Background: an optimization exercise with open tools, aiming at small area, a short achievable clock period and few clock cycles per item. Do not read the settings as production practice. Function was checked by simulation only, so behaviour that the tests miss may differ from the original. Power figures rest on the tool's default switching activity, not on a simulated workload.

[design.v]
package ex_pkg;
	typedef logic [32-1:0]     word_t;
	typedef logic [2*32-1:0]   dword_t;
	typedef logic [5-1:0] reg_addr_t;
	typedef logic [8-1:0]    aluop_t;
	typedef logic [3-1:0]   alusel_t;
	typedef enum logic [1:0] {
		UNIT_ALU,
		UNIT_MUL,
		UNIT_HI_LO_WRITE,
		UNIT_NONE
	} unit_e;
	typedef enum logic [1:0] {
		ST_IDLE,
		ST_MUL_WAIT,
		ST_ACK
	} res_state_e;
endpackage
`timescale 1ns/1ps
module ex_decode (
	input  logic [2:0] alusel_i,
	input  logic [7:0] aluop_i,
	output logic       plain_o,      
	output logic       movz_o,
	output logic       movn_o,
	output logic       addov_o,      
	output logic       mthi_o,
	output logic       mtlo_o,
	output logic       mul_o,        
	output logic       mul_hilo_o,   
	output logic       mul_wr_o      
);
	always_comb begin
		plain_o    = 1'b0;
		movz_o     = 1'b0;
		movn_o     = 1'b0;
		addov_o    = 1'b0;
		mthi_o     = 1'b0;
		mtlo_o     = 1'b0;
		mul_o      = 1'b0;
		mul_hilo_o = 1'b0;
		mul_wr_o   = 1'b0;
		case (alusel_i)
			3'b001: begin
				case (aluop_i)
					8'b0010_0101, 8'b0101_1010, 8'b0010_0100, 8'b0101_1001,
					8'b0010_0110, 8'b0101_1011, 8'b0010_0111, 8'b0101_1100: plain_o = 1'b1;
					default: ;
				endcase
			end
			3'b010: begin
				case (aluop_i)
					8'b0111_1100, 8'b0000_0100, 8'b0000_0010, 8'b0000_0110, 8'b0000_0011, 8'b0000_0111: plain_o = 1'b1;
					default: ;
				endcase
			end
			3'b011: begin
				case (aluop_i)
					8'b0001_0000, 8'b0001_0010: plain_o = 1'b1;
					8'b0000_1010:           movz_o  = 1'b1;
					8'b0000_1011:           movn_o  = 1'b1;
					8'b0001_0001:           mthi_o  = 1'b1;
					8'b0001_0011:           mtlo_o  = 1'b1;
					default: ;
				endcase
			end
			3'b100: begin
				case (aluop_i)
					8'b0010_0001, 8'b0101_0110, 8'b0010_0011, 8'b0010_1010, 8'b0101_0111,
					8'b0010_1011, 8'b0101_1000, 8'b1011_0000, 8'b1011_0001: plain_o = 1'b1;
					8'b0010_0000, 8'b0101_0101, 8'b0010_0010:            addov_o = 1'b1;
					8'b0001_1000, 8'b0001_1001: begin
						mul_o      = 1'b1;
						mul_hilo_o = 1'b1;
					end
					8'b1010_1001: begin
						mul_o    = 1'b1;
						mul_wr_o = 1'b1;
					end
					default: ;
				endcase
			end
			default: ;
		endcase
	end
endmodule
`timescale 1ns/1ps
module alu_core (
	input  logic [2:0]  alusel_i,
	input  logic [7:0]  aluop_i,
	input  logic [31:0] reg1_i,
	input  logic [31:0] reg2_i,
	input  logic [31:0] hi_i,
	input  logic [31:0] lo_i,
	output logic [31:0] result_o,
	output logic        ovf_o,       
	output logic        b_zero_o     
);
	logic [7:0]  op;
	logic [31:0] a;
	logic [31:0] b;
	assign op = aluop_i;
	assign a  = reg1_i;
	assign b  = reg2_i;
	logic        sub;
	logic        slt_sel;
	logic        slt_uns;
	logic [31:0] bx;
	logic [33:0] sum_w;
	logic [31:0] r;
	logic        cout;
	logic        lt;
	assign sub     = op[6] ? (op[3] | (op[1] & op[0])) : op[1];
	assign slt_sel = op[6] ? (op[3] | (op[1] & op[0])) : op[3];
	assign slt_uns = op[6] ? op[3] : op[0];
	assign bx    = b ^ {32{sub}};
	assign sum_w = {1'b0, a, 1'b1} + {1'b0, bx, sub};
	assign r     = sum_w[32:1];
	assign cout  = sum_w[33];
	assign ovf_o = (a[31] == bx[31]) && (r[31] != a[31]);
	assign lt    = slt_uns ? ~cout : ((a[31] ^ b[31]) ? a[31] : r[31]);
	logic [1:0]  lc;
	logic        lui;
	logic [31:0] lres;
	assign lc  = op[6] ? (op[1:0] - 2'd1) : op[1:0];
	assign lui = op[6] & op[2];
	always_comb begin
		case (lc)
			2'd0:    lres = a & b;
			2'd1:    lres = a | b;
			2'd2:    lres = a ^ b;
			default: lres = ~(a | b);
		endcase
		if (lui)
			lres = a;
	end
	logic        left;
	logic        fill;
	logic [4:0]  s;
	logic [4:0]  rot;
	logic [31:0] y;
	logic [31:0] sres;
	assign left = ~op[1];
	assign s    = a[4:0];
	assign rot  = left ? (5'd0 - s) : s;
	assign fill = ~left & op[0] & b[31];
	always_comb begin
		logic [31:0] t;
		t = b;
		for (int k = 0; k < 5; k++)
			if (rot[k])
				t = (t >> (1 << k)) | (t << (32 - (1 << k)));
		y = t;
	end
	always_comb begin
		for (int i = 0; i < 32; i++) begin
			logic keep;
			keep = left ? (5'(i) >= s) : (5'(i) <= ~s);
			sres[i] = keep ? y[i] : fill;
		end
	end
	logic [31:0] cv;
	logic [7:0]  nz;         
	logic [1:0]  np [8];     
	logic [5:0]  cnt;
	assign cv = op[0] ? ~a : a;
	always_comb begin
		for (int k = 0; k < 8; k++) begin
			logic [3:0] n;
			n = cv[31 - 4*k -: 4];
			nz[k] = (n == 4'd0);
			np[k] = n[3] ? 2'd0 : n[2] ? 2'd1 : n[1] ? 2'd2 : 2'd3;
		end
		cnt = 6'd32;
		for (int k = 7; k >= 0; k--)
			if (!nz[k])
				cnt = {1'b0, 3'(k), np[k]};
	end
	always_comb begin
		if (alusel_i[2]) begin
			if (op[7])
				result_o = {26'd0, cnt};
			else if (slt_sel)
				result_o = {31'd0, lt};
			else
				result_o = r;
		end else if (!alusel_i[1]) begin
			result_o = lres;
		end else if (!alusel_i[0]) begin
			result_o = sres;
		end else begin
			if (op[4] & ~op[0])
				result_o = op[1] ? lo_i : hi_i;
			else
				result_o = a;
		end
	end
	assign b_zero_o = (b == 32'd0);
endmodule
`timescale 1ns/1ps
module mul_iter (
	input  logic        clk,
	input  logic        first_i,     
	input  logic        last_i,      
	input  logic [1:0]  step_i,      
	input  logic        signed_i,
	input  logic [31:0] a_i,
	input  logic [31:0] b_i,
	output logic [7:0]  lo_bits_o,   
	output logic [31:0] hi_o         
);
	localparam int D = 4;            
	localparam int T = 34 + 2*D;     
	localparam logic [63:0] KSUM = (64'd1 << 33) + (64'd1 << 33) + (64'd1 << 35) +
		(64'd1 << 37) + (64'd1 << 39);
	localparam logic [T-1:0] K = T'(64'd0 - KSUM);
	logic [33:0] acc;
	logic [33:0] acc_in;
	logic [32:0] am;                  
	logic [33:0] am1;
	logic [33:0] am2;
	logic [8:0]  bw;                  
	assign am  = {signed_i & a_i[31], a_i};
	assign am1 = {am[32], am};
	assign am2 = {am, 1'b0};
	assign acc_in = first_i ? 34'd0 : acc;
	always_comb begin
		case (step_i)
			2'd0:    bw = {b_i[7:0], 1'b0};
			2'd1:    bw = b_i[15:7];
			2'd2:    bw = b_i[23:15];
			default: bw = b_i[31:23];
		endcase
	end
	logic [33:0] pp  [D];
	logic [D-1:0] neg;
	always_comb begin
		for (int j = 0; j < D; j++) begin
			logic one, two;
			logic [2:0] g;
			g      = bw[2*j +: 3];
			one    = g[0] ^ g[1];
			two    = (g[2] & ~g[1] & ~g[0]) | (~g[2] & g[1] & g[0]);
			neg[j] = g[2];
			pp[j]  = ({34{one}} & am1) | ({34{two}} & am2);
			pp[j]  = pp[j] ^ {34{neg[j]}};
		end
	end
	logic corr;
	assign corr = last_i & ~signed_i & b_i[31];
	logic [T-1:0] r0, r1, r2, r3, r4, r5;
	assign r0 = {K[T-1:34], ~acc_in[33], acc_in[32:0]};
	assign r1 = T'({~pp[0][33], pp[0][32:0]});
	assign r2 = T'({~pp[1][33], pp[1][32:0]}) << 2;
	assign r3 = T'({~pp[2][33], pp[2][32:0]}) << 4;
	assign r4 = T'({~pp[3][33], pp[3][32:0]}) << 6;
	assign r5 = (T'({32{corr}} & a_i) << 8) |
		T'({1'b0, neg[3], 1'b0, neg[2], 1'b0, neg[1], 1'b0, neg[0]});
	function automatic logic [2*T-1:0] csa(input logic [T-1:0] x, input logic [T-1:0] y,
			input logic [T-1:0] z);
		logic [T-1:0] s, c;
		s = x ^ y ^ z;
		c = ((x & y) | (x & z) | (y & z)) << 1;
		csa = {c, s};
	endfunction
	logic [T-1:0] s1a, c1a, s1b, c1b, s2, c2, s3, c3, tree;
	assign {c1a, s1a} = csa(r0, r1, r2);
	assign {c1b, s1b} = csa(r3, r4, r5);
	assign {c2, s2}   = csa(s1a, c1a, s1b);
	assign {c3, s3}   = csa(s2, c2, c1b);
	assign tree       = s3 + c3;
	assign lo_bits_o = tree[7:0];
	assign hi_o      = tree[39:8];
	always_ff @(posedge clk)
		acc <= tree[T-1:8];
endmodule
`timescale 1ns/1ps
module ex_result (
	input  logic        clk,
	input  logic        rst,
	input  logic        req_i,
	input  logic        plain_i,
	input  logic        movz_i,
	input  logic        movn_i,
	input  logic        addov_i,
	input  logic        mthi_i,
	input  logic        mtlo_i,
	input  logic        mul_i,
	input  logic        mul_hilo_i,
	input  logic        mul_wr_i,
	input  logic [31:0] alu_result_i,
	input  logic        alu_ovf_i,
	input  logic        b_zero_i,
	input  logic [7:0]  mul_lo_bits_i,
	input  logic [31:0] mul_hi_i,
	input  logic [31:0] reg1_i,
	input  logic [4:0]  wd_i,
	input  logic        wreg_i,
	output logic        mul_first_o,
	output logic        mul_last_o,
	output logic [1:0]  mul_step_o,
	output logic [31:0] hi_o,
	output logic [31:0] lo_o,
	output logic        ack_o,
	output logic [31:0] wdata_o,
	output logic [4:0]  wd_o,
	output logic        wreg_o,
	output logic        overflow_o
);
	logic        busy;
	logic [1:0]  step;
	logic        last;
	logic        start;
	logic        wb_en;
	logic [31:0] wdata_d;
	logic        hi_we;
	logic        lo_we;
	assign last        = busy & (step == 2'd3);
	assign start       = ~ack_o & ~busy & req_i;
	assign mul_first_o = ~busy;
	assign mul_last_o  = last;
	assign mul_step_o  = step;
	assign wb_en = wreg_i & (plain_i | mul_wr_i | (movz_i & b_zero_i) |
		(movn_i & ~b_zero_i) | (addov_i & ~alu_ovf_i));
	assign wdata_d = mul_i ? {mul_lo_bits_i, wdata_o[31:8]} : alu_result_i;
	assign hi_we = (start & mthi_i) | (last & mul_hilo_i);
	assign lo_we = (start & mtlo_i) | (last & mul_hilo_i);
	always_ff @(posedge clk) begin
		if (rst) begin
			ack_o <= 1'b0;
			busy  <= 1'b0;
			step  <= 2'd0;
			hi_o  <= '0;
			lo_o  <= '0;
		end else begin
			if (ack_o) begin
				if (!req_i)
					ack_o <= 1'b0;
			end else if (busy) begin
				step <= step + 2'd1;
				if (last) begin
					busy  <= 1'b0;
					ack_o <= 1'b1;
				end
			end else if (req_i) begin
				if (mul_i) begin
					busy <= 1'b1;
					step <= 2'd1;
				end else begin
					ack_o <= 1'b1;
				end
			end
			if (hi_we)
				hi_o <= mthi_i ? reg1_i : mul_hi_i;
			if (lo_we)
				lo_o <= wdata_d;
		end
	end
	always_ff @(posedge clk) begin
		if (!ack_o) begin
			wdata_o    <= wdata_d;
			wreg_o     <= wb_en;
			wd_o       <= wb_en ? wd_i : 5'd0;
			overflow_o <= addov_i & alu_ovf_i;
		end
	end
endmodule
`timescale 1ns/1ps
module ex_unit (
	input  logic      clk,
	input  logic      rst,
	input  logic      req_i,
	output logic      ack_o,
	input  ex_pkg::alusel_t   alusel_i,
	input  ex_pkg::aluop_t    aluop_i,
	input  ex_pkg::word_t     reg1_i,
	input  ex_pkg::word_t     reg2_i,
	input  ex_pkg::reg_addr_t wd_i,
	input  logic      wreg_i,
	output ex_pkg::word_t     wdata_o,
	output ex_pkg::reg_addr_t wd_o,
	output logic      wreg_o,
	output logic      overflow_o
);
	logic        plain, movz, movn, addov, mthi, mtlo, mul, mul_hilo, mul_wr;
	logic [31:0] alu_result;
	logic        alu_ovf;
	logic        b_zero;
	logic        mul_first;
	logic        mul_last;
	logic [1:0]  mul_step;
	logic        mul_signed;
	logic [7:0]  mul_lo_bits;
	logic [31:0] mul_hi;
	logic [31:0] hi_q;
	logic [31:0] lo_q;
	ex_decode u_decode (
		.alusel_i   (alusel_i),
		.aluop_i    (aluop_i),
		.plain_o    (plain),
		.movz_o     (movz),
		.movn_o     (movn),
		.addov_o    (addov),
		.mthi_o     (mthi),
		.mtlo_o     (mtlo),
		.mul_o      (mul),
		.mul_hilo_o (mul_hilo),
		.mul_wr_o   (mul_wr)
	);
	alu_core u_alu (
		.alusel_i (alusel_i),
		.aluop_i  (aluop_i),
		.reg1_i   (reg1_i),
		.reg2_i   (reg2_i),
		.hi_i     (hi_q),
		.lo_i     (lo_q),
		.result_o (alu_result),
		.ovf_o    (alu_ovf),
		.b_zero_o (b_zero)
	);
	assign mul_signed = ~aluop_i[0] | aluop_i[7];
	mul_iter u_mul (
		.clk       (clk),
		.first_i   (mul_first),
		.last_i    (mul_last),
		.step_i    (mul_step),
		.signed_i  (mul_signed),
		.a_i       (reg1_i),
		.b_i       (reg2_i),
		.lo_bits_o (mul_lo_bits),
		.hi_o      (mul_hi)
	);
	ex_result u_result (
		.clk           (clk),
		.rst           (rst),
		.req_i         (req_i),
		.plain_i       (plain),
		.movz_i        (movz),
		.movn_i        (movn),
		.addov_i       (addov),
		.mthi_i        (mthi),
		.mtlo_i        (mtlo),
		.mul_i         (mul),
		.mul_hilo_i    (mul_hilo),
		.mul_wr_i      (mul_wr),
		.alu_result_i  (alu_result),
		.alu_ovf_i     (alu_ovf),
		.b_zero_i      (b_zero),
		.mul_lo_bits_i (mul_lo_bits),
		.mul_hi_i      (mul_hi),
		.reg1_i        (reg1_i),
		.wd_i          (wd_i),
		.wreg_i        (wreg_i),
		.mul_first_o   (mul_first),
		.mul_last_o    (mul_last),
		.mul_step_o    (mul_step),
		.hi_o          (hi_q),
		.lo_o          (lo_q),
		.ack_o         (ack_o),
		.wdata_o       (wdata_o),
		.wd_o          (wd_o),
		.wreg_o        (wreg_o),
		.overflow_o    (overflow_o)
	);
endmodule
[run.sh]
#!/bin/bash
# synth_recipe.tcl (not shown) runs the flow's synth.tcl, then flattens the netlist and writes it again
# the make line also repeats each setting of config.mk as NAME=value (left out here)
make -C /OpenROAD-flow-scripts/flow DESIGN_CONFIG=/design/flow/config.mk WORK_HOME=/design/flow/orfs CLKGATE_MAP_FILE= SYNTH_SCRIPT=/design/flow/synth_recipe.tcl finish
[config.mk]
export PLATFORM = sky130hd
export DESIGN_NAME = ex_unit
export DESIGN_NICKNAME = ex_unit
export VERILOG_FILES = /design/flow/design.v
export SDC_FILE = /design/flow/constraint.sdc
export NUM_CORES = 4
export LEC_CHECK = 0
export CAP_MARGIN = 20
export CORE_MARGIN = 2
export CORE_UTILIZATION = 40
export SLEW_MARGIN = 20
[constraint.sdc]
create_clock -name core_clock -period 26.0 [get_ports {clk}]
set_input_delay 5.2000 -clock core_clock [delete_from_list [all_inputs] [get_ports {clk}]]
set_output_delay 5.2000 -clock core_clock [all_outputs]
set_load 0.01 [all_outputs]
==> results of run 1 <==
## critical path, stage by stage
cell,delay [ns]
clkdlybuf4s50_1,0.52
a222oi_1,0.79
mux2_2,0.29
buf_4,0.44
clkinv_1,0.42
nor2_4,0.18
buf_4,0.56
nor2_1,0.08
a211oi_1,0.22
nor2_1,0.08
a221oi_1,0.38
fa_1,0.48
fa_1,0.49
inv_1,0.05
fa_1,0.43
ha_1,0.40
and3_1,0.21
o21a_1,0.17
a311o_1,0.33
and2_1,0.22
o2111ai_1,0.48
a21oi_1,0.22
o21ai_1,0.32
mux2i_1,0.11
a2111oi_0,0.38
## cell usage after synthesis (all sizes together) (15+ instances only)
cell type  count
nor4          20
nand2b        31
o21bai        20
and3          23
o31ai         16
a21o          45
nor2b         26
xnor2         74
or3           16
nand3         68
and2          59
fa           129
clkbuf       267
buf           43
a221oi        76
mux2i         96
nand4         19
a22oi         76
edfxtp        39
nand2        352
nor2         366
a311oi        25
dfxtp        102
a21oi        260
a211oi       150
mux4          32
a2111oi       15
or2           23
inv          254
ha           165
nor3          55
a31oi         31
o211ai        35
o22ai         20
o21ai        244
xor2          16
o21a          30
o221ai        15
## layout make-up
type | instances | area (um^2)
fillers | 6572 | 34900
multi-input cells | 2780 | 20100
flip-flops and latches | 141 | 3210
repair buffers | 240 | 2070
well taps | 846 | 1060
inverters | 265 | 995
clock buffers | 19 | 433
clock inverters | 13 | 135
diodes | 2 | 5.00
## per-stage QoR
step / total power, W / worst slack (ns) / area (um^2)
finish: 0.00187 / 12.82 / 28000
global route: 0.00197 / 12.41 / 28000
CTS: 0.00182 / 13.02 / 28000
detailed placement: 0.00157 / 12.58 / 27400
global placement: 0.00157 / 12.71 / 27400
floorplan: 0.00115 / 15.09 / 25400
## state kept, by name (all words and copies together), names as in the netlist
signal	cells
u_mul.acc	34
u_result.hi_o	32
u_result.lo_o	32
u_result.wdata_o	32
u_result.wd_o	5
u_result.step	2
u_result.ack_o	1
u_result.busy	1
u_result.overflow_o	1
u_result.wreg_o	1
## where the power goes
part / internal (W) / switching, W / total, W
clock: 0.000134 / 0.000117 / 0.000251
sequential: 0.000274 / 0.0000213 / 0.000295
combinational: 0.000473 / 0.000849 / 0.00132
total: 0.000881 / 0.000987 / 0.00187
## kinds of logic after synthesis
kind of cell,synth area share (%)
flops,12.6
buf+inv,8.69
xor+xnor,3.10
simple gates,19.3
mux,7.26
compound gates,30.7
fa+ha+maj,18.4
## worst paths after layout
kind | start | cells past startpoint | to
max | reg2_i[19] | 25 | u_mul.acc[33]
min reg2reg | u_result.lo_o[3] | 2 | u_result.lo_o[3]
min | u_result.lo_o[3] | 2 | u_result.lo_o[3]
max reg2reg | u_result.step[0] | 26 | u_mul.acc[33]
## metal layers
metal,vias up,track usage (%)
li1,12500,-
met1,13500,49.8
met2,2084,56.7
met3,512,10.1
met4,10,23.8
met5,-,0
==> results.json, run 1 <==
{
  "dominantRegCellSynth": "dfxtp_1",
  "worstPathArrival_ns": 13.52,
  "synth_edf_count": 39,
  "fin_tns_setup_ns": 0,
  "synth_area_per_cell_um2": 7.27,
  "worstPathRequired_ns": 26.33,
  "hp-class": "register to register",
  "async_flop_share_pct": 0,
  "highest_layer": "met5",
  "postCtsSetupBuffers": 0,
  "mostFrequentLayoutCells": "nor2_1, nand2_1, a21oi_1",
  "routed_wirelength_um": 130000,
  "clk_pin_slew_ns": 0.07,
  "routed-wl-met3_um": 16900,
  "hold_buffers": 0,
  "ir_drop_uv": 53.4,
  "cp_max_fo": 61,
  "layout_commonest_cell": "nor2_1",
  "synthesis.nets": 3874,
  "crit_type": "input pin to register",
  "die_y_um": 256,
  "num-nets-final": 3823,
  "end_kind": "register",
  "num_vias": 28600,
  "status": "timing/DRC/antenna clean",
  "grt_pass1_wl_um": 186000,
  "dpl.hpwl_um": 96400,
  "htreeDepth": 4,
  "p_leak_nw": 11.5,
  "synth_area_leaders": "fa_1, ha_1, dfxtp_1",
  "place.gp.congestion": 1.07,
  "firstDrtPassIters": 7,
  "ys_ff_latch": 141,
  "cts_root_buffer": "clkbuf_16",
  "holdWs_ns": 0.462,
  "place_inst": 4271,
  "initial_utilization_pct": 40.3,
  "synth_top_cell_area_share_pct": 10.2,
  "min_period_over_period_pct": 50.7,
  "grt_pass1_vias": 26200,
  "cap_viol_max_count": 0,
  "max_slew.worst_pin.slew_ns": 1.24,
  "fin_worst_skew_ns": 0.0165,
  "clkSinkCount": 141,
  "grt.overflow.total": 0,
  "setup_viol": 0,
  "cts_tree": "done",
  "routed-wl-met2_um": 53500,
  "ios": 124,
  "reg2reg_slack_ns": 17.10,
  "yosys_warnings": 6,
  "netlist_instances": 3496,
  "synth.distinct_cells": 82,
  "rows": 92,
  "die_w_um": 256,
  "areaGrowthSynthToFinish_pct": 10.3,
  "hold_viol_final": 0,
  "design.die.area_mm2": 0.0655,
  "fmax_ghz": 0.0759,
  "cts_resized": 0,
  "synth_area_mm2": 0.0254,
  "wl_met1_um": 49500,
  "clockBufferDepth": 2,
  "drt_iter0_markers": 4062,
  "startpoint_type": "input pin",
  "ys_seq_area_share_pct": 12.6,
  "ant_nets": 0,
  "fin_crit_ns": 13.18,
  "rsz0062_at_grt": "no",
  "power_density_mw_per_mm2": 66.6,
  "drive_gt1_share_pct": 7.61,
  "clk_latency_ns": 0.47,
  "wl_per_cell_um": 30.1,
  "port_buffers": 123,
  "drv_slew": 0,
  "synth_largest_area_cell": "fa_1",
  "drcViolationCount": 0,
  "core_area_mm2": 0.0630,
  "fin_cells": 4306,
  "fin_util_pct": 44.5,
  "grt_antenna_before_repair": 8,
  "cts_buffers": 17,
  "grt_use_total_pct": 38.4,
  "routed_via_density": 6.65,
  "slew_headroom_pct": 16.1,
  "grt_max_degree": 68
}
Testbench counts, summed over its fixed seeds: cycles 12,456, ops 4,800.
==> inputs of run 2 (changes only) <==
--- a/design.v
+++ b/design.v
@@ -179,7 +179,9 @@
 	always_comb begin
 		if (alusel_i[2]) begin
 			if (op[7])
-				result_o = {26'd0, cnt};
+				result_o = op[4] ? {26'd0, cnt} : b;
+			else if (op[4] & ~op[6])
+				result_o = b;
 			else if (slt_sel)
 				result_o = {31'd0, lt};
 			else
@@ -200,12 +202,12 @@
 `timescale 1ns/1ps
 module mul_iter (
 	input  logic        clk,
+	input  logic        busy_i,      
 	input  logic        first_i,     
 	input  logic        last_i,      
-	input  logic [1:0]  step_i,      
 	input  logic        signed_i,
-	input  logic [31:0] a_i,
-	input  logic [31:0] b_i,
+	input  logic [31:0] a_i,         
+	input  logic [7:0]  bits_i,      
 	output logic [7:0]  lo_bits_o,   
 	output logic [31:0] hi_o         
 );
@@ -219,19 +221,18 @@
 	logic [32:0] am;                  
 	logic [33:0] am1;
 	logic [33:0] am2;
-	logic [8:0]  bw;                  
-	assign am  = {signed_i & a_i[31], a_i};
-	assign am1 = {am[32], am};
-	assign am2 = {am, 1'b0};
-	assign acc_in = first_i ? 34'd0 : acc;
-	always_comb begin
-		case (step_i)
-			2'd0:    bw = {b_i[7:0], 1'b0};
-			2'd1:    bw = b_i[15:7];
-			2'd2:    bw = b_i[23:15];
-			default: bw = b_i[31:23];
-		endcase
+	logic        sgn;                 
+	logic        prev;                
+	logic [8:0]  bw;
+	always_ff @(posedge clk) begin
+		am   <= {signed_i & a_i[31], a_i};
+		sgn  <= signed_i;
+		prev <= busy_i & bits_i[7];
 	end
+	assign am1    = {am[32], am};
+	assign am2    = {am, 1'b0};
+	assign acc_in = first_i ? 34'd0 : acc;
+	assign bw     = {bits_i, prev};
 	logic [33:0] pp  [D];
 	logic [D-1:0] neg;
 	always_comb begin
@@ -247,14 +248,14 @@
 		end
 	end
 	logic corr;
-	assign corr = last_i & ~signed_i & b_i[31];
+	assign corr = last_i & ~sgn & bits_i[7];
 	logic [T-1:0] r0, r1, r2, r3, r4, r5;
 	assign r0 = {K[T-1:34], ~acc_in[33], acc_in[32:0]};
 	assign r1 = T'({~pp[0][33], pp[0][32:0]});
 	assign r2 = T'({~pp[1][33], pp[1][32:0]}) << 2;
 	assign r3 = T'({~pp[2][33], pp[2][32:0]}) << 4;
 	assign r4 = T'({~pp[3][33], pp[3][32:0]}) << 6;
-	assign r5 = (T'({32{corr}} & a_i) << 8) |
+	assign r5 = (T'({32{corr}} & am[31:0]) << 8) |
 		T'({1'b0, neg[3], 1'b0, neg[2], 1'b0, neg[1], 1'b0, neg[0]});
 	function automatic logic [2*T-1:0] csa(input logic [T-1:0] x, input logic [T-1:0] y,
 			input logic [T-1:0] z);
@@ -296,9 +297,9 @@
 	input  logic [31:0] reg1_i,
 	input  logic [4:0]  wd_i,
 	input  logic        wreg_i,
+	output logic        mul_busy_o,
 	output logic        mul_first_o,
 	output logic        mul_last_o,
-	output logic [1:0]  mul_step_o,
 	output logic [31:0] hi_o,
 	output logic [31:0] lo_o,
 	output logic        ack_o,
@@ -317,12 +318,12 @@
 	logic        lo_we;
 	assign last        = busy & (step == 2'd3);
 	assign start       = ~ack_o & ~busy & req_i;
-	assign mul_first_o = ~busy;
+	assign mul_busy_o  = busy;
+	assign mul_first_o = (step == 2'd0);
 	assign mul_last_o  = last;
-	assign mul_step_o  = step;
 	assign wb_en = wreg_i & (plain_i | mul_wr_i | (movz_i & b_zero_i) |
 		(movn_i & ~b_zero_i) | (addov_i & ~alu_ovf_i));
-	assign wdata_d = mul_i ? {mul_lo_bits_i, wdata_o[31:8]} : alu_result_i;
+	assign wdata_d = busy ? {mul_lo_bits_i, wdata_o[31:8]} : alu_result_i;
 	assign hi_we = (start & mthi_i) | (last & mul_hilo_i);
 	assign lo_we = (start & mtlo_i) | (last & mul_hilo_i);
 	always_ff @(posedge clk) begin
@@ -345,7 +346,7 @@
 			end else if (req_i) begin
 				if (mul_i) begin
 					busy <= 1'b1;
-					step <= 2'd1;
+					step <= 2'd0;
 				end else begin
 					ack_o <= 1'b1;
 				end
@@ -386,9 +387,9 @@
 	logic [31:0] alu_result;
 	logic        alu_ovf;
 	logic        b_zero;
+	logic        mul_busy;
 	logic        mul_first;
 	logic        mul_last;
-	logic [1:0]  mul_step;
 	logic        mul_signed;
 	logic [7:0]  mul_lo_bits;
 	logic [31:0] mul_hi;
@@ -421,12 +422,12 @@
 	assign mul_signed = ~aluop_i[0] | aluop_i[7];
 	mul_iter u_mul (
 		.clk       (clk),
+		.busy_i    (mul_busy),
 		.first_i   (mul_first),
 		.last_i    (mul_last),
-		.step_i    (mul_step),
 		.signed_i  (mul_signed),
 		.a_i       (reg1_i),
-		.b_i       (reg2_i),
+		.bits_i    (wdata_o[7:0]),
 		.lo_bits_o (mul_lo_bits),
 		.hi_o      (mul_hi)
 	);
@@ -451,9 +452,9 @@
 		.reg1_i        (reg1_i),
 		.wd_i          (wd_i),
 		.wreg_i        (wreg_i),
+		.mul_busy_o    (mul_busy),
 		.mul_first_o   (mul_first),
 		.mul_last_o    (mul_last),
-		.mul_step_o    (mul_step),
 		.hi_o          (hi_q),
 		.lo_o          (lo_q),
 		.ack_o         (ack_o),
==> run 2 against run 1 <==
  * Clock skew rose by 0.0015 ns
  * Cell area rose by 7.1%
  * Global-route usage fell by 6.1 points
  * Worst setup slack improved by 2.8 ns
  * Sequential share of layout area rose by 1.6 points
  * Count of clock-buffer cells in the layout rose by 1
  * Cell count rose by 6.0%
  * Still clean on timing, DRC and antenna
  * Sequential power rose by 27%
  * First-iteration DRC count fell by 8.7%
  * Flip-flop and latch count rose by 35
  * Critical endpoint is now u_result.wd_o[1]
  * Critical path type unchanged
  * Non-clock buffer count fell by 29
  * Clock power rose by about 10%
==> results.json, run 2 <==
{
  "netlist_instances": 3750,
  "cp_cell_sequence": "clkdlybuf4s50_1, buf_4, ha_1, buf_4, nor3b_2, nor2_4, buf_4, xnor2_1, ha_1, a21oi_1, nor2_1, a211oi_1, nand3_1, a2111oi_0, nor3_2, xnor2_1, o21bai_1, a21boi_1, and2_1",
  "cts_root_buffer": "clkbuf_16",
  "crit_buf_inv": 4,
  "fin_worst_skew_ns": 0.0179,
  "htreeDepth": 4,
  "fin_cells": 4563,
  "total_power_w": 0.00290,
  "clk_pin_slew_ns": 0.07,
  "rows": 96,
  "synthTopCellsByCount": "nand2_1, a21oi_1, clkbuf_1",
  "ys_seq_area_share_pct": 14.1,
  "cts_resized": 0,
  "die_w_um": 267,
  "port_buffers": 123,
  "rsz0062_at_grt": "no",
  "clkSinkCount": 176,
  "wl_per_cell_um": 25.5,
  "cts_buffers": 17,
  "routed_wirelength_um": 116000,
  "top_register": "u_mul.acc",
  "clk_latency_ns": 0.49,
  "worstPathRequired_ns": 26.35,
  "power_density_mw_per_mm2": 96.5,
  "min_period_over_period_pct": 39.8,
  "async_flop_share_pct": 0,
  "largest_reg_flops": 34,
  "ios": 124,
  "hold_viol_final": 0,
  "grt_use_total_pct": 32.3,
  "grt.overflow.total": 0,
  "hold_buffers": 0,
  "clockBufferDepth": 2,
  "synth_area_leaders": "dfxtp_1, fa_1, ha_1",
  "num-nets-final": 3989,
  "drv_slew": 0,
  "routed_via_density": 6.31,
  "hp-class": "register to register",
  "p_leak_nw": 12.0,
  "cpMostUsedCell": "buf_4",
  "place_inst": 4526,
  "design.die.area_mm2": 0.0714,
  "ant_nets": 0,
  "firstDrtPassIters": 6,
  "dpl.hpwl_um": 85500,
  "crit_type": "input pin to register",
  "mostFrequentLayoutCells": "nand2_1, a21oi_1, nor2_1",
  "setup_viol": 0,
  "layout_commonest_cell": "nand2_1",
  "place.gp.congestion": 1.06,
  "drt_iter0_markers": 3710,
  "max_slew.worst_pin.slew_ns": 1.00,
  "fin_ws_ns": 15.65,
  "synth_area_per_cell_um2": 7.39,
  "grt_max_degree": 89,
  "ir_drop_uv": 77.7,
  "cts_tree": "done",
  "ys_ff_latch": 176,
  "grt_antenna_before_repair": 3,
  "place_ws_ns": 15.35,
  "dominantRegCellSynth": "dfxtp_1",
  "crit_family": "compound AO/OA/AOI/OAI gates",
  "status": "timing/DRC/antenna clean",
  "cpPeakStageDelay_ns": 0.68,
  "met3_usage_pct": 5.23,
  "yosys_warnings": 6,
  "synth_edf_count": 39,
  "worstPathArrival_ns": 10.70,
  "synthesis.nets": 4125,
  "fmax_ghz": 0.0966,
  "fin_crit_ns": 10.35,
  "startpoint_type": "input pin",
  "postCtsSetupBuffers": 0,
  "drcViolationCount": 0,
  "synth_top_cell_area_share_pct": 9.89,
  "fill_cells": 7042,
  "yosysMostFrequentCell": "nand2_1",
  "fin_tns_setup_ns": 0,
  "slew_headroom_pct": 32.6,
  "met1_usage_pct": 43.2,
  "grt_pass1_wl_um": 173000,
  "cap_viol_max_count": 0,
  "num_vias": 28800,
  "reg.largest.list": "u_mul.acc x34, u_mul.am x33",
  "areaGrowthSynthToFinish_pct": 8.28,
  "grt-busiest-layer": "met2",
  "drive_gt1_share_pct": 6.18,
  "grt_pass1_vias": 26100,
  "die_y_um": 267,
  "synth_largest_area_cell": "dfxtp_1",
  "initial_utilization_pct": 40.4,
  "cp_max_fo": 36,
  "synth.distinct_cells": 88,
  "seq_area_mm2": 0.00392,
  "synth_area_mm2": 0.0277,
  "core_area_mm2": 0.0686,
  "end_kind": "register",
  "critical_path.slowest_cell": "a2111oi_0",
  "met2_usage_pct": 49.2,
  "multi_input_area_mm2": 0.0215
}
## run 2: cell count changes after synthesis, sizes merged, moves of 32 or more
cell	previous run	this run
a221oi	76	29
buf	43	81
nand2	352	423
and2	59	26
o22ai	20	133
nor2b	26	105
dfxtp	102	137
maj3	2	93
a211oi	150	76
a22oi	76	44
nor2	366	283
a21oi	260	367
## run 2: tightest hold or removal path, delay by kind of cell (launching register included)
kind / cells / cell delay, ns
DFF: 1 / 0.32
AOI/OAI and AO/OA: 1 / 0.05
and+or+nand+nor: 1 / 0.05
## run 2: logic make-up (layout without fill, tap and decap cells)
logic type,count (synthesis),count (layout),synth area share (%)
AO/OA/AOI/OAI,1207,1207,27.8
adder cells (fa/ha/maj),384,384,20.0
other,0,5,0
AND/OR/NAND/NOR,1106,1106,18.4
XOR/XNOR,99,99,3.18
multiplexers,156,156,7.83
flip-flops,176,176,14.1
buffers and inverters,622,499,8.75
## run 2: stage by stage
step,hold WS (ns),cell area (um^2),utilization (%)
after floorplan,0.432,27700,-
after global placement,0.443,29400,42.9
after detailed placement,0.449,29400,42.9
after CTS,0.459,30000,43.7
after global routing,0.480,30000,43.7
final,0.461,30000,43.8
## run 2: final timing paths
check,start,endpoint,slack (ns),cells after the start
hold reg to reg,u_result.lo_o[26],u_result.lo_o[26],0.46,2
setup reg to reg,u_result.wdata_o[5],u_result.hi_o[31],18.76,22
setup / recovery,aluop_i[0],u_result.wd_o[1],15.65,19
hold / removal,u_result.lo_o[26],u_result.lo_o[26],0.46,2
## run 2: power breakdown
group / leakage, nW / internal [W] / switching [W] / total, W
Sequential: 1.55 / 0.000342 / 0.0000339 / 0.000376
Combinational: 10.1 / 0.000804 / 0.00144 / 0.00224
Clock: 0.293 / 0.000145 / 0.000131 / 0.000276
## run 2: final cells by class
cell class	instances	share of cell area, %
Antenna cell	5	0.0417
Inverter	256	3.20
Multi-Input combinational cell	2952	71.6
Clock buffer	20	1.59
Clock inverter	12	0.396
Tap cell	931	3.88
Sequential cell	176	13.1
Timing Repair Buffer	211	6.26
## run 2: metal layers
layer | up-vias | share of wire, %
met5 | - | 0.023
met4 | 4 | 6.7
met3 | 312 | 9.2
met2 | 1588 | 43
met1 | 13700 | 41
li1 | 13200 | -
Testbench counts of run 2, summed over its fixed seeds: cycles 13,408, ops 4,800.
==> inputs of run 3 (changes only) <==
--- a/design.v
+++ b/design.v
@@ -24,6 +24,7 @@
 	output logic       movz_o,
 	output logic       movn_o,
 	output logic       addov_o,      
+	output logic       hilo_rd_o,    
 	output logic       mthi_o,
 	output logic       mtlo_o,
 	output logic       mul_o,        
@@ -35,6 +36,7 @@
 		movz_o     = 1'b0;
 		movn_o     = 1'b0;
 		addov_o    = 1'b0;
+		hilo_rd_o  = 1'b0;
 		mthi_o     = 1'b0;
 		mtlo_o     = 1'b0;
 		mul_o      = 1'b0;
@@ -56,7 +58,10 @@
 			end
 			3'b011: begin
 				case (aluop_i)
-					8'b0001_0000, 8'b0001_0010: plain_o = 1'b1;
+					8'b0001_0000, 8'b0001_0010: begin
+						plain_o   = 1'b1;
+						hilo_rd_o = 1'b1;
+					end
 					8'b0000_1010:           movz_o  = 1'b1;
 					8'b0000_1011:           movn_o  = 1'b1;
 					8'b0001_0001:           mthi_o  = 1'b1;
@@ -105,40 +110,55 @@
 	logic        sub;
 	logic        slt_sel;
 	logic        slt_uns;
-	logic [31:0] bx;
-	logic [33:0] sum_w;
-	logic [31:0] r;
-	logic        cout;
+	logic [31:0] g0, p0, r;
+	logic [32:0] c;              
 	logic        lt;
 	assign sub     = op[6] ? (op[3] | (op[1] & op[0])) : op[1];
 	assign slt_sel = op[6] ? (op[3] | (op[1] & op[0])) : op[3];
 	assign slt_uns = op[6] ? op[3] : op[0];
-	assign bx    = b ^ {32{sub}};
-	assign sum_w = {1'b0, a, 1'b1} + {1'b0, bx, sub};
-	assign r     = sum_w[32:1];
-	assign cout  = sum_w[33];
-	assign ovf_o = (a[31] == bx[31]) && (r[31] != a[31]);
-	assign lt    = slt_uns ? ~cout : ((a[31] ^ b[31]) ? a[31] : r[31]);
-	logic [1:0]  lc;
-	logic        lui;
+	logic [33:0] sum_w;
+	assign p0 = (a ^ b) ^ {32{sub}};
+	assign g0 = '0;
+	assign sum_w = {1'b0, a, 1'b1} + {1'b0, b ^ {32{sub}}, sub};
+	assign c[31:0] = sum_w[32:1] ^ p0;
+	assign c[32] = sum_w[33];
+	assign r = p0 ^ c[31:0];
+	assign ovf_o = c[31] ^ c[32];
+	assign lt    = slt_uns ? ~c[32] : (r[31] ^ ovf_o);
+	logic [3:0]  tt;
 	logic [31:0] lres;
-	assign lc  = op[6] ? (op[1:0] - 2'd1) : op[1:0];
-	assign lui = op[6] & op[2];
 	always_comb begin
-		case (lc)
-			2'd0:    lres = a & b;
-			2'd1:    lres = a | b;
-			2'd2:    lres = a ^ b;
-			default: lres = ~(a | b);
+		case (alusel_i[1:0])
+			2'b01: begin
+				if (op[6]) begin
+					case (op[2:0])
+						3'b001:  tt = 4'b1000;   
+						3'b010:  tt = 4'b1110;   
+						3'b011:  tt = 4'b0110;   
+						default: tt = 4'b1100;   
+					endcase
+				end else begin
+					case (op[1:0])
+						2'b00:   tt = 4'b1000;   
+						2'b01:   tt = 4'b1110;   
+						2'b10:   tt = 4'b0110;   
+						default: tt = 4'b0001;   
+					endcase
+				end
+			end
+			2'b11:   tt = 4'b1100;               
+			default: tt = 4'b1010;               
 		endcase
-		if (lui)
-			lres = a;
+		for (int i = 0; i < 32; i++)
+			lres[i] = tt[{a[i], b[i]}];
 	end
 	logic        left;
 	logic        fill;
 	logic [4:0]  s;
 	logic [4:0]  rot;
 	logic [31:0] y;
+	logic [31:0] ml;             
+	logic [31:0] keep;
 	logic [31:0] sres;
 	assign left = ~op[1];
 	assign s    = a[4:0];
@@ -153,10 +173,25 @@
 		y = t;
 	end
 	always_comb begin
+		logic [31:0] m;
+		m = 32'd0;
+		m[0] = ~s[0];
+		m[1] = 1'b1;
+		for (int k = 1; k < 5; k++) begin
+			logic [31:0] nm;
+			nm = 32'd0;
+			for (int i = 0; i < (1 << k); i++) begin
+				nm[i]            = ~s[k] & m[i];
+				nm[i + (1 << k)] = ~s[k] | m[i];
+			end
+			m = nm;
+		end
+		ml = m;
+	end
+	always_comb begin
 		for (int i = 0; i < 32; i++) begin
-			logic keep;
-			keep = left ? (5'(i) >= s) : (5'(i) <= ~s);
-			sres[i] = keep ? y[i] : fill;
+			keep[i] = left ? ml[i] : ml[31 - i];
+			sres[i] = keep[i] ? y[i] : fill;
 		end
 	end
 	logic [31:0] cv;
@@ -176,27 +211,44 @@
 			if (!nz[k])
 				cnt = {1'b0, 3'(k), np[k]};
 	end
+	logic sel_lu, sel_sh, sel_add, sel_lt, sel_cnt, sel_hl;
 	always_comb begin
-		if (alusel_i[2]) begin
-			if (op[7])
-				result_o = op[4] ? {26'd0, cnt} : b;
-			else if (op[4] & ~op[6])
-				result_o = b;
-			else if (slt_sel)
-				result_o = {31'd0, lt};
-			else
-				result_o = r;
-		end else if (!alusel_i[1]) begin
-			result_o = lres;
-		end else if (!alusel_i[0]) begin
-			result_o = sres;
-		end else begin
-			if (op[4] & ~op[0])
-				result_o = op[1] ? lo_i : hi_i;
-			else
-				result_o = a;
-		end
+		sel_lu  = 1'b0;
+		sel_sh  = 1'b0;
+		sel_add = 1'b0;
+		sel_lt  = 1'b0;
+		sel_cnt = 1'b0;
+		sel_hl  = 1'b0;
+		case (alusel_i[1:0])
+			2'b01: sel_lu = 1'b1;
+			2'b10: sel_sh = 1'b1;
+			2'b11: begin
+				if (op[4] & ~op[0])
+					sel_hl = 1'b1;
+				else
+					sel_lu = 1'b1;
+			end
+			default: begin
+				if (op[7]) begin
+					if (op[4])
+						sel_cnt = 1'b1;
+					else
+						sel_lu = 1'b1;
+				end else if (op[4] & ~op[6])
+					sel_lu = 1'b1;
+				else if (slt_sel)
+					sel_lt = 1'b1;
+				else
+					sel_add = 1'b1;
+			end
+		endcase
 	end
+	assign result_o = ({32{sel_lu}}  & lres) |
+	                  ({32{sel_sh}}  & sres) |
+	                  ({32{sel_add}} & r) |
+	                  ({32{sel_hl}}  & (op[1] ? lo_i : hi_i)) |
+	                  {26'd0, {6{sel_cnt}} & cnt} |
+	                  {31'd0, sel_lt & lt};
 	assign b_zero_o = (b == 32'd0);
 endmodule
 `timescale 1ns/1ps
@@ -225,8 +277,10 @@
 	logic        prev;                
 	logic [8:0]  bw;
 	always_ff @(posedge clk) begin
-		am   <= {signed_i & a_i[31], a_i};
-		sgn  <= signed_i;
+		if (!busy_i) begin
+			am  <= {signed_i & a_i[31], a_i};
+			sgn <= signed_i;
+		end
 		prev <= busy_i & bits_i[7];
 	end
 	assign am1    = {am[32], am};
@@ -284,6 +338,7 @@
 	input  logic        movz_i,
 	input  logic        movn_i,
 	input  logic        addov_i,
+	input  logic        hilo_rd_i,
 	input  logic        mthi_i,
 	input  logic        mtlo_i,
 	input  logic        mul_i,
@@ -300,6 +355,7 @@
 	output logic        mul_busy_o,
 	output logic        mul_first_o,
 	output logic        mul_last_o,
+	output logic [7:0]  mul_bits_o,
 	output logic [31:0] hi_o,
 	output logic [31:0] lo_o,
 	output logic        ack_o,
@@ -308,28 +364,32 @@
 	output logic        wreg_o,
 	output logic        overflow_o
 );
-	logic        busy;
+	logic        busy;       
+	logic        fg;         
 	logic [1:0]  step;
 	logic        last;
-	logic        start;
+	logic        go;         
 	logic        wb_en;
 	logic [31:0] wdata_d;
 	logic        hi_we;
 	logic        lo_we;
 	assign last        = busy & (step == 2'd3);
-	assign start       = ~ack_o & ~busy & req_i;
+	assign go          = ~ack_o & req_i &
+		(~busy | (~fg & ~(mul_i | hilo_rd_i | mthi_i | mtlo_i)));
 	assign mul_busy_o  = busy;
 	assign mul_first_o = (step == 2'd0);
 	assign mul_last_o  = last;
+	assign mul_bits_o  = fg ? wdata_o[7:0] : lo_o[7:0];
 	assign wb_en = wreg_i & (plain_i | mul_wr_i | (movz_i & b_zero_i) |
 		(movn_i & ~b_zero_i) | (addov_i & ~alu_ovf_i));
-	assign wdata_d = busy ? {mul_lo_bits_i, wdata_o[31:8]} : alu_result_i;
-	assign hi_we = (start & mthi_i) | (last & mul_hilo_i);
-	assign lo_we = (start & mtlo_i) | (last & mul_hilo_i);
+	assign wdata_d = (busy & fg) ? {mul_lo_bits_i, wdata_o[31:8]} : alu_result_i;
+	assign hi_we = (go & mthi_i) | (last & ~fg);
+	assign lo_we = (go & (mtlo_i | mul_hilo_i)) | (busy & ~fg);
 	always_ff @(posedge clk) begin
 		if (rst) begin
 			ack_o <= 1'b0;
 			busy  <= 1'b0;
+			fg    <= 1'b0;
 			step  <= 2'd0;
 			hi_o  <= '0;
 			lo_o  <= '0;
@@ -337,33 +397,32 @@
 			if (ack_o) begin
 				if (!req_i)
 					ack_o <= 1'b0;
-			end else if (busy) begin
+			end else if (go) begin
+				ack_o <= ~mul_wr_i;
+			end else if (last & fg) begin
+				ack_o <= 1'b1;
+			end
+			if (busy) begin
 				step <= step + 2'd1;
-				if (last) begin
-					busy  <= 1'b0;
-					ack_o <= 1'b1;
-				end
-			end else if (req_i) begin
-				if (mul_i) begin
-					busy <= 1'b1;
-					step <= 2'd0;
-				end else begin
-					ack_o <= 1'b1;
-				end
+				if (last)
+					busy <= 1'b0;
+			end else if (go & mul_i) begin
+				busy <= 1'b1;
+				fg   <= mul_wr_i;
+				step <= 2'd0;
 			end
 			if (hi_we)
 				hi_o <= mthi_i ? reg1_i : mul_hi_i;
 			if (lo_we)
-				lo_o <= wdata_d;
+				lo_o <= busy ? {mul_lo_bits_i, lo_o[31:8]} : alu_result_i;
 		end
 	end
 	always_ff @(posedge clk) begin
-		if (!ack_o) begin
-			wdata_o    <= wdata_d;
-			wreg_o     <= wb_en;
-			wd_o       <= wb_en ? wd_i : 5'd0;
-			overflow_o <= addov_i & alu_ovf_i;
-		end
+		if (!ack_o)
+			wdata_o <= wdata_d;
+		wreg_o     <= wb_en;
+		wd_o       <= wb_en ? wd_i : 5'd0;
+		overflow_o <= addov_i & alu_ovf_i;
 	end
 endmodule
 `timescale 1ns/1ps
@@ -383,13 +442,14 @@
 	output logic      wreg_o,
 	output logic      overflow_o
 );
-	logic        plain, movz, movn, addov, mthi, mtlo, mul, mul_hilo, mul_wr;
+	logic        plain, movz, movn, addov, hilo_rd, mthi, mtlo, mul, mul_hilo, mul_wr;
 	logic [31:0] alu_result;
 	logic        alu_ovf;
 	logic        b_zero;
 	logic        mul_busy;
 	logic        mul_first;
 	logic        mul_last;
+	logic [7:0]  mul_bits;
 	logic        mul_signed;
 	logic [7:0]  mul_lo_bits;
 	logic [31:0] mul_hi;
@@ -402,6 +462,7 @@
 		.movz_o     (movz),
 		.movn_o     (movn),
 		.addov_o    (addov),
+		.hilo_rd_o  (hilo_rd),
 		.mthi_o     (mthi),
 		.mtlo_o     (mtlo),
 		.mul_o      (mul),
@@ -427,7 +488,7 @@
 		.last_i    (mul_last),
 		.signed_i  (mul_signed),
 		.a_i       (reg1_i),
-		.bits_i    (wdata_o[7:0]),
+		.bits_i    (mul_bits),
 		.lo_bits_o (mul_lo_bits),
 		.hi_o      (mul_hi)
 	);
@@ -439,6 +500,7 @@
 		.movz_i        (movz),
 		.movn_i        (movn),
 		.addov_i       (addov),
+		.hilo_rd_i     (hilo_rd),
 		.mthi_i        (mthi),
 		.mtlo_i        (mtlo),
 		.mul_i         (mul),
@@ -455,6 +517,7 @@
 		.mul_busy_o    (mul_busy),
 		.mul_first_o   (mul_first),
 		.mul_last_o    (mul_last),
+		.mul_bits_o    (mul_bits),
 		.hi_o          (hi_q),
 		.lo_o          (lo_q),
 		.ack_o         (ack_o),
==> flow/run.sh (new file) <==
#!/bin/bash
# The standard layout, except that the port buffers are buf_2 cells
# (ORFS's default choice is a clkdlybuf4s50_1 delay cell on every port)
bash standard.sh BUFFER_PORTS_ARGS="-buffer_cell sky130_fd_sc_hd__buf_2" finish > standard.log 2>&1
==> standard.sh (new file) <==
#!/bin/bash
# synth_recipe.tcl (not shown) runs the flow's synth.tcl, then flattens the netlist and writes it again
# the make line also repeats each setting of config.mk as NAME=value (left out here)
make -C /OpenROAD-flow-scripts/flow DESIGN_CONFIG=/design/flow/config.mk WORK_HOME=/design/flow/orfs CLKGATE_MAP_FILE= SYNTH_SCRIPT=/design/flow/synth_recipe.tcl "${@:-finish}"
--- a/config.mk
+++ b/config.mk
@@ -5,6 +5,7 @@
 export SDC_FILE = /design/flow/constraint.sdc
 export NUM_CORES = 4
 export LEC_CHECK = 0
+export ABC_AREA = 1
 export CAP_MARGIN = 20
 export CORE_MARGIN = 2
 export CORE_UTILIZATION = 40
removed: run.sh
==> run 3 against run 2 <==
  * Synthesized cell count is 5.4% lower
  * Clock skew is 0.0046 ns lower
  * Via count down 13%
  * Still clean
  * Largest power group unchanged
  * Non-clock buffer count down 53
  * Highest routed layer is now met4
  * Cell count decreased by 4.9%
  * Total power decreased by 68%
==> results.json, run 3 <==
{
  "status": "timing/DRC/antenna clean",
  "rr_worst_depth": 25,
  "num_vias": 25100,
  "drt_iter0_markers": 2850,
  "largest_reg_flops": 34,
  "synth_area_leaders": "fa_1, nand2_1, dfxtp_1",
  "grt_use_total_pct": 33.6,
  "whs_path_depth": 2,
  "ant_nets": 0,
  "ys_seq_area_share_pct": 17.8,
  "fmax_ghz": 0.109,
  "power.switching_w": 0.000381,
  "setup_viol": 0,
  "netlist_instances": 3547,
  "r2r_end": "u_result.hi_o[15]",
  "ios": 124,
  "async_flop_share_pct": 0,
  "cts_buffers": 17,
  "grt_pass1_vias": 23400,
  "fin_worst_skew_ns": 0.0133,
  "synthesis.nets": 3855,
  "fin_util_pct": 43.0,
  "dominantRegCellSynth": "dfxtp_1",
  "synth_edf_count": 66,
  "drv_slew": 0,
  "htreeDepth": 4,
  "top_register": "u_mul.acc",
  "layout_commonest_cell": "nand2_1",
  "grt_max_degree": 79,
  "rows": 89,
  "crit_type": "input pin to register",
  "yosysMostFrequentCell": "nand2_1",
  "power_density_mw_per_mm2": 36.7,
  "cts_root_buffer": "clkbuf_16",
  "postCtsSetupBuffers": 0,
  "hold_viol_final": 0,
  "max_slew.worst_pin.slew_ns": 1.05,
  "routed_wirelength_um": 103000,
  "n_antenna_cell": 0,
  "pwr-share-comb_pct": 35.7,
  "place.gp.congestion": 1.02,
  "synth_area_mm2": 0.0236,
  "hp-class": "register to register",
  "place_ws_ns": 16.38,
  "worstPathArrival_ns": 9.57,
  "reg2reg_slack_ns": 18.45,
  "drive_gt1_share_pct": 7.94,
  "holdWs_ns": 0.477,
  "synth_area_per_cell_um2": 6.65,
  "worstPathRequired_ns": 26.37,
  "design.die.area_mm2": 0.0609,
  "cts_resized": 0,
  "internal-power_w": 0.000544,
  "r2r_start": "u_result.fg",
  "areaGrowthSynthToFinish_pct": 6.91,
  "mostFrequentLayoutCells": "nand2_1, inv_1, nor2_1",
  "die_w_um": 247,
  "ir_drop_uv": 51.0,
  "min_period_over_period_pct": 35.4,
  "switching_share_pct": 41.2,
  "p_clk_share_pct": 30.0,
  "reg.largest.list": "u_mul.acc x34, u_mul.am x33",
  "clockBufferDepth": 2,
  "cts_tree": "done",
  "firstDrtPassIters": 9,
  "num-nets-final": 3861,
  "seq_power_share_pct": 34.3,
  "slew_headroom_pct": 29.7,
  "core_area_mm2": 0.0587,
  "die_y_um": 247,
  "fin_tns_setup_ns": 0,
  "synthTopCellsByCount": "nand2_1, inv_1, nor2_1",
  "synth.distinct_cells": 65,
  "synth_largest_area_cell": "fa_1",
  "hold_end": "u_result.lo_o[1]",
  "startpoint_type": "input pin",
  "ys_ff_latch": 177,
  "grt_antenna_before_repair": 0,
  "grt.overflow.total": 0,
  "hold_buffers": 0,
  "grt_pass1_wl_um": 150000,
  "fin_crit_ns": 9.20,
  "hp-start": "u_result.lo_o[1]",
  "dpl.hpwl_um": 80600,
  "initial_utilization_pct": 40.2,
  "wl_per_cell_um": 23.7,
  "clkSinkCount": 177,
  "cap_viol_max_count": 0,
  "rsz0062_at_grt": "no",
  "cp_max_fo": 39,
  "p_leak_nw": 11.9,
  "clk_latency_ns": 0.49,
  "synth_top_cell_area_share_pct": 10.9,
  "routed_via_density": 5.78,
  "clk_pin_slew_ns": 0.08,
  "port_buffers": 123,
  "yosys_warnings": 6,
  "end_kind": "register",
  "fin_ws_ns": 16.80,
  "drcViolationCount": 0,
  "total_power_w": 0.000925
}
[run 3: cell types whose count changed after synthesis, sizes merged, moves of 92 or more]
cell,change
clkbuf,-199
inv,+252
maj3,-93
nand2,+268
nand3,+119
nor2b,-103
o21ai,+92
xor2,+156
[run 3: power groups by stage]
stage,registers [W],clock network (W),logic [W]
2_1_floorplan,0.000318,0,0.000207
3_3_place_gp,0.000324,0,0.000321
3_5_place_dp,0.000323,0,0.000319
4_1_cts,0.000317,0.000280,0.000321
5_1_grt,0.000318,0.000291,0.000358
6_report,0.000318,0.000277,0.000330
[run 3: area by class of cell]
type                    count  area, um^2
flip-flops and latches    177        4200
fillers                  6372       33500
clock inverters            14         173
well taps                 773         967
repair buffers            158         878
multi-input cells        2688       16600
inverters                 511        1930
clock buffers              18         429
[run 3: through the flow]
stage	std cells	instance area [um^2]
after floorplan	3547	23600
final	4339	25200
after global placement	4307	24600
after detailed placement	4307	24600
after CTS	4339	25200
after global routing	4339	25200
[run 3: per-layer routing]
metal  global-route usage (%)  share of wire [%]  vias up
met1                     41.3                 39    11800
met5                        0                  0        -
met3                     4.93                7.7      273
met4                     21.2                7.2        0
li1                         -                  -    11800
met2                     54.9                 46     1229
[run 3: how the worst max path moves through the flow]
stage / startpoint / to / slack [ns] / depth (start not counted)
floorplan: aluop_i[0] / u_result.wdata_o[16] / 17.75 / 18
global placement: aluop_i[0] / u_result.wdata_o[25] / 16.44 / 20
detailed placement: aluop_i[0] / u_result.wdata_o[25] / 16.38 / 20
CTS: aluop_i[0] / u_result.wdata_o[25] / 16.89 / 20
global route: aluop_i[0] / u_result.wdata_o[25] / 16.51 / 20
finish: aluop_i[0] / u_result.wd_o[3] / 16.80 / 21
[run 3: logic make-up (layout without fill, tap and decap cells)]
group	Yosys count	after routing	share of synthesized area, %
compound gates	929	929	22.6
buf+inv	682	701	11.7
xor+xnor	209	209	7.87
flops	177	177	17.8
fa+ha+maj	224	224	16.0
mux	12	12	0.530
simple gates	1314	1314	23.5
[run 3: critical path: stages]
cell and delay, ns:
buf_2 0.08, buf_4 0.42, ha_1 0.48, nor2_2 0.06, nand2_2 0.08, nand2_4 0.35, xor2_1 0.30, ha_1 0.40
a21o_1 0.22, a31oi_1 0.28, o21ai_0 0.24, a21oi_1 0.35, nand2_1 0.13, nand2_1 0.10, nand3_1 0.09, nand3_1 0.21
nand2_1 0.15, nand2_1 0.08, nand2_1 0.07, nand2_2 0.13, nor2_1 0.06
Testbench counts of run 3, summed over its fixed seeds: cycles 11,588, ops 4,800.
==> inputs of run 4 (changes only) <==
==> run.sh (new file) <==
#!/bin/bash
# synth_recipe.tcl (not shown) runs the flow's synth.tcl, then flattens the netlist and writes it again
# the make line also repeats each setting of config.mk as NAME=value (left out here)
make -C /OpenROAD-flow-scripts/flow DESIGN_CONFIG=/design/flow/config.mk WORK_HOME=/design/flow/orfs CLKGATE_MAP_FILE= SYNTH_SCRIPT=/design/flow/synth_recipe.tcl finish
removed: flow/run.sh
removed: standard.sh
==> run 4 against run 3 <==
  * Still clean
  * Combinational power up 4%
  * First-iteration DRC count down 2.1%
  * Highest routed layer unchanged
  * Largest power group unchanged
  * Worst setup slack worse by 0.19 ns
  * Sequential power hardly changed
  * Synthesized cell count stayed put
  * Non-clock buffer count grew 1
  * Total power hardly changed
  * Flip-flop and latch count unchanged
  * Critical path depth decreased by 4
  * Maximum frequency decreased by 2.0%
==> results.json, run 4 <==
{
  "clk_pin_slew_ns": 0.07,
  "synth.distinct_cells": 65,
  "ant_nets": 0,
  "fin_util_pct": 44.0,
  "place.gp.congestion": 1.02,
  "n_antenna_cell": 0,
  "cp_cell_sequence": "buf_2, buf_4, ha_1, nor2_2, nand2_2, nand2_4, xor2_1, ha_1, a21oi_1, o21ai_0, a21oi_1, nand2_1, nand2_1, nand2_1, o21ai_0, nand3_1, mux2_2",
  "routed_via_density": 5.77,
  "cts_tree": "done",
  "design.die.area_mm2": 0.0609,
  "async_flop_share_pct": 0,
  "cpPeakStageDelay_ns": 0.59,
  "mostFrequentLayoutCells": "nand2_1, inv_1, nor2_1",
  "cts_buffers": 17,
  "cts_resized": 0,
  "top_register": "u_mul.acc",
  "crit_type": "input pin to register",
  "clkSinkCount": 177,
  "cts_root_buffer": "clkbuf_16",
  "hold_buffers": 0,
  "fmax_ghz": 0.107,
  "startpoint_type": "input pin",
  "initial_utilization_pct": 40.2,
  "die_y_um": 247,
  "crit_buf_inv": 2,
  "synth_area_mm2": 0.0236,
  "grt_pass1_vias": 23600,
  "drive_gt1_share_pct": 4.57,
  "netlist_instances": 3547,
  "core_area_mm2": 0.0587,
  "drt_iter0_markers": 2789,
  "drcViolationCount": 0,
  "place_ws_ns": 16.18,
  "grt_use_total_pct": 33.2,
  "rsz0062_at_grt": "no",
  "power.switching_w": 0.000377,
  "fin_worst_skew_ns": 0.0183,
  "power_density_mw_per_mm2": 35.9,
  "critical_path.slowest_cell": "buf_4",
  "switching_share_pct": 40.7,
  "fin_tns_setup_ns": 0,
  "die_w_um": 247,
  "crit_family": "simple AND/OR/NAND/NOR gates",
  "slew_headroom_pct": 26.9,
  "status": "timing/DRC/antenna clean",
  "fin_ws_ns": 16.61,
  "clk_latency_ns": 0.48,
  "largest_reg_flops": 34,
  "routed_wirelength_um": 102000,
  "max_slew.worst_pin.slew_ns": 1.10,
  "num_vias": 25000,
  "yosys_warnings": 6,
  "grt-busiest-layer": "met2",
  "synth_area_leaders": "fa_1, nand2_1, dfxtp_1",
  "grt_max_degree": 79,
  "synth_edf_count": 66,
  "drv_slew": 0,
  "cap_viol_max_count": 0,
  "setup_viol": 0,
  "p_clk_share_pct": 28.9,
  "holdWs_ns": 0.488,
  "min_period_over_period_pct": 36.1,
  "met1_usage_pct": 41.5,
  "postCtsSetupBuffers": 0,
  "clockBufferDepth": 2,
  "ys_ff_latch": 177,
  "areaGrowthSynthToFinish_pct": 9.40,
  "ios": 124,
  "pwr-share-comb_pct": 36.9,
  "cp_max_fo": 56,
  "synthesis.nets": 3855,
  "reg2reg_slack_ns": 18.97,
  "met3_usage_pct": 4.54,
  "internal-power_w": 0.000548,
  "htreeDepth": 4,
  "port_buffers": 123,
  "grt_antenna_before_repair": 2,
  "postLayoutCellArea_mm2": 0.0258,
  "cpMostUsedCell": "nand2_1",
  "end_kind": "register",
  "yosysMostFrequentCell": "nand2_1",
  "ys_seq_area_share_pct": 17.8,
  "dpl-instance-area_mm2": 0.0252,
  "dpl.hpwl_um": 79200,
  "synth_largest_area_cell": "fa_1",
  "synthTopCellsByCount": "nand2_1, inv_1, nor2_1",
  "dominantRegCellSynth": "dfxtp_1",
  "grt_pass1_wl_um": 150000,
  "p_leak_nw": 11.8,
  "wl_per_cell_um": 23.4,
  "synth_top_cell_area_share_pct": 10.9,
  "num-nets-final": 3862,
  "grt.overflow.total": 0,
  "synth_area_per_cell_um2": 6.65,
  "firstDrtPassIters": 6,
  "reg.largest.list": "u_mul.acc x34, u_mul.am x33",
  "rows": 89,
  "seq_power_share_pct": 34.2,
  "hold_viol_final": 0,
  "ir_drop_uv": 47.0,
  "worstPathRequired_ns": 26.22,
  "worstPathArrival_ns": 9.61,
  "met2_usage_pct": 53.8,
  "hp-class": "register to register",
  "fin_crit_ns": 9.39,
  "layout_commonest_cell": "nand2_1"
}
run 4: cell counts after synthesis:
No cell type changed its count.
run 4: metal layers:
| metal | wire (um) | share of wire (%) | up-vias |
|---|---|---|---|
| met2 | 46100 | 45 | 1227 |
| met4 | 7440 | 7.3 | 0 |
| met5 | 0 | 0 | - |
| met3 | 8080 | 8.0 | 260 |
| li1 | - | - | 11800 |
| met1 | 40000 | 39 | 11800 |
run 4: worst paths after layout:
check	cells after the start	endpoint	from
min	2	u_result.step[1]	u_result.step[1]
max reg2reg	27	u_result.hi_o[20]	u_result.fg
max	17	u_result.wdata_o[14]	aluop_i[1]
min reg2reg	2	u_result.step[1]	u_result.step[1]
run 4: kinds of logic after synthesis:
| logic type | after synthesis | synth area share (%) |
|---|---|---|
| XOR/XNOR | 209 | 7.87 |
| AO/OA/AOI/OAI | 929 | 22.6 |
| buffers and inverters | 682 | 11.7 |
| flip-flops | 177 | 17.8 |
| AND/OR/NAND/NOR | 1314 | 23.5 |
| adder cells (fa/ha/maj) | 224 | 16.0 |
| multiplexers | 12 | 0.530 |
run 4: stage by stage:
stage	cells	power (W)
CTS	4340	0.000918
floorplan	3547	0.000525
finish	4340	0.000925
global route	4340	0.000965
detailed placement	4308	0.000653
global placement	4308	0.000654
run 4: worst register-to-register path, delay by kind of cell, from the launching register on:
family / cells / cell delay, ns
flip-flops: 1 / 0.31
AND/OR/NAND/NOR: 5 / 1.14
adder cells (fa/ha/maj): 4 / 1.82
AO/OA/AOI/OAI: 10 / 1.81
XOR/XNOR: 1 / 0.12
buffers and inverters: 7 / 1.76
run 4: cell type report:
| type | count | area [um^2] |
|---|---|---|
| sequential | 177 | 4200 |
| clock inverter | 13 | 144 |
| multi-input combinational | 2688 | 16600 |
| timing repair buffer | 159 | 1490 |
| tap | 773 | 967 |
| fill | 6342 | 32900 |
| inverter | 511 | 1930 |
| clock buffer | 19 | 433 |
run 4: power groups by stage:
stage | logic [W] | registers, W | clock network [W]
2_1_floorplan | 0.000207 | 0.000318 | 0
3_3_place_gp | 0.000332 | 0.000323 | 0
3_5_place_dp | 0.000331 | 0.000322 | 0
4_1_cts | 0.000332 | 0.000316 | 0.000269
5_1_grt | 0.000368 | 0.000317 | 0.000281
6_report | 0.000342 | 0.000317 | 0.000267

==> what the ideal ports hide <==
Ports are ideal in the flow. The routed layouts listed here were re-timed in OpenROAD.
Step 1: set_driving_cell puts a clkbuf_16 on clk and a buf_2 on each other input, an assumption about the parent block.
Step 2 also shifts input and output timing later by t, the mid clock arrival at the registers, as if the neighbouring blocks saw the same clock.
a / b / c = no drivers / after step 1 / after step 2; a / b = the first two.
| run | t (ns) | setup WS [ns] | worst register clock-pin slew, ns | worst slew at a driven data input, ns |
|---|---|---|---|---|
| run 1 | 0.522 | 12.818 / 12.852 / 12.330 | 0.08 / 0.08 | 0.10 |
| run 2 | 0.548 | 15.652 / 15.689 / 15.142 | 0.09 / 0.09 | 0.07 |
| run 3 | 0.536 | 16.803 / 16.816 / 16.280 | 0.08 / 0.08 | 0.06 |
| run 4 | 0.530 | 16.614 / 16.651 / 16.121 | 0.08 / 0.08 | 0.05 |
After both steps every run listed still meets setup and hold. The setup slack of run 3, which loses most, moves by +0.013 ns with the drivers and by -0.523 ns with both steps.
